This design comes from an exercise in tuning for a short achievable clock period and few clock cycles on the open sky130 flow, not from production work.
The RTL was checked by simulation tests, not by an equivalence proof against the original design.
Power and IR drop assume default switching activity.

// rv_pipeline_top
module rv_pipeline_top #(
    parameter logic [rv_pipe_pkg::XLEN-1:0] RESET_PC = '0
) (
    input  logic                         clock,
    input  logic                         reset,
    output logic [1:0]                   mem_cmd,
    output logic [rv_pipe_pkg::XLEN-1:0] mem_addr,
    output logic [rv_pipe_pkg::XLEN-1:0] mem_wdata,
    input  logic [rv_pipe_pkg::XLEN-1:0] mem_rdata,
    output logic                         commit_valid,
    output logic                         commit_wr_en,
    output logic [4:0]                   commit_wr_idx,
    output logic [rv_pipe_pkg::XLEN-1:0] commit_wr_data,
    output logic [rv_pipe_pkg::XLEN-1:0] commit_npc,
    output logic [1:0]                   status
);
    localparam int CI = 5;              
    localparam int CN = 1 << CI;        
    localparam int TL = CI + 2;         
    logic [31:2]  pc;
    logic [CN-1:0] pc_oh;               
    logic [CN-1:0] pc_ohn;              
    logic [CN-1:0] f_match;             
    logic         ic_v   [0:CN-1];
    logic [10:TL] ic_tag [0:CN-1];
    logic [31:0]  ic_inst[0:CN-1];
    logic         ic_tk  [0:CN-1];      
    logic [10:2]  ic_npc [0:CN-1];      
    logic [10:2]  ic_tgt [0:CN-1];      
    logic         fl_v;
    logic [31:2]  fl_pc;
    logic [31:0]  fl_inst;
    logic         fl_tk;
    logic         fl_br;
    logic [31:2]  fl_npc;
    logic [31:2]  fl_tgt;
    logic         d_v;
    logic [31:2]  d_pc;
    logic [31:0]  d_inst;
    logic         d_pred;               
    logic         d_pr;                 
    logic [31:2]  d_tgt;                
  ...
For scale: about 11000 cells after synthesis, roughly 3900 flip-flops, ~0.16 mm² of cells after synthesis.
export LEC_CHECK = 0
export ABC_CLOCK_PERIOD_IN_PS = 1000
export CAP_MARGIN = 20
export CORE_MARGIN = 2
export CORE_UTILIZATION = 45
export SETUP_SLACK_MARGIN = 5
export SLEW_MARGIN = 20
create_clock -name core_clock -period 7.0 [get_ports {clock}]
run.sh (not shown) runs the stock make flow with config.mk's settings and CLKGATE_MAP_FILE= SYNTH_SCRIPT=/design/flow/synth_recipe.tcl, a recipe that flattens the netlist after the stock synthesis.
The first run passed the timing, design-rule and antenna checks.
Testbench counts at the start, summed over its fixed seeds: cycles 33,795.
Next try:
--- a/flow/config.mk
+++ b/flow/config.mk
@@ -10,3 +10,3 @@
 export CORE_MARGIN = 2
-export CORE_UTILIZATION = 45
+export CORE_UTILIZATION = 35
 export SETUP_SLACK_MARGIN = 5
Outcome: Area after synthesis stays the same. Cell area stays flat. Power falls by 1.5%. Worst hold slack gains 0.036 ns. Clock skew goes down by 0.0042 ns. Non-clock buffer count came out lower by 112. Clock power fell by about 4%. Wire length came out lower by 3.6%. Register-to-register slack degrades by 0.10 ns.

Another version of the RTL of rv_pipeline_top (not shown whole).
Size in the first run: ~11000 cells after synthesis, about 170 I/O pins, roughly 160000 sq um of cells after synthesis.
==> flow/design.v (excerpt) <==
module rv_pipeline_top #(
    parameter logic [rv_pipe_pkg::XLEN-1:0] RESET_PC = '0
) (
    input  logic                         clock,
    input  logic                         reset,
    output logic [1:0]                   mem_cmd,
    output logic [rv_pipe_pkg::XLEN-1:0] mem_addr,
    output logic [rv_pipe_pkg::XLEN-1:0] mem_wdata,
    input  logic [rv_pipe_pkg::XLEN-1:0] mem_rdata,
    output logic                         commit_valid,
    output logic                         commit_wr_en,
    output logic [4:0]                   commit_wr_idx,
    output logic [rv_pipe_pkg::XLEN-1:0] commit_wr_data,
    output logic [rv_pipe_pkg::XLEN-1:0] commit_npc,
    output logic [1:0]                   status
);
clock: 7.0 ns
lec_check: 0
abc_clock_period_in_ps: 1000
cap_margin: 20
core_margin: 2
core_utilization: 35
setup_slack_margin: 4
slew_margin: 20
tns_end_percent: 20
Testbench counts at the start, summed over its fixed seeds: cycles 33,745.
==> next run, changes <==
--- a/flow/config.mk
+++ b/flow/config.mk
@@ -10,5 +10,4 @@
 export CORE_MARGIN = 2
 export CORE_UTILIZATION = 35
-export SETUP_SLACK_MARGIN = 4
+export SETUP_SLACK_MARGIN = 5
 export SLEW_MARGIN = 20
-export TNS_END_PERCENT = 20
After rerunning: Worst setup slack loses 0.12 ns; design area grows by 8.9%; power goes up by 3.2%; register-to-register slack got worse by 0.20 ns; worst hold slack gets worse by 0.051 ns; routed wire length goes up by 13%; synthesized area does not change; global-route usage rose by 2.3 points; cell count increases by 4.3%; via count went up by 8.0%.

==> port drivers added, routing unchanged <==
How much do the figures lean on ideal ports? The routed layouts below were timed once more, with nothing changed but the port constraints.
Step 1, drivers: a clkbuf_16 drives clock and a buf_2 each remaining input, both assumed.
Step 2 also shifts input and output timing later by t, the mid clock arrival at the registers, as if the neighbouring blocks saw the same clock.
Three values: ideal ports, drivers, drivers and shift; two values: the first two.
| run | t, ns | setup WS [ns] | latest minus earliest clock arrival (ns) | pins driven straight from the clock port |
|---|---|---|---|---|
| the first run of note 1 | 1.091 | 3.689 / 3.689 / 2.857 | 0.145 / 0.144 | 1 |
| the second run of note 1 | 1.087 | 3.587 / 3.587 / 2.882 | 0.144 / 0.144 | 1 |
| the first run of note 2 | 1.073 | 2.997 / 3.075 / 2.009 | 0.134 / 0.133 | 1 |
| the second run of note 2 | 1.121 | 2.878 / 2.878 / 1.781 | 0.124 / 0.125 | 1 |
After both steps setup and hold are still met in every run listed. The setup slack of the second run of note 2, which loses most, moves by 0.000 ns with the drivers and by -1.097 ns with both steps.
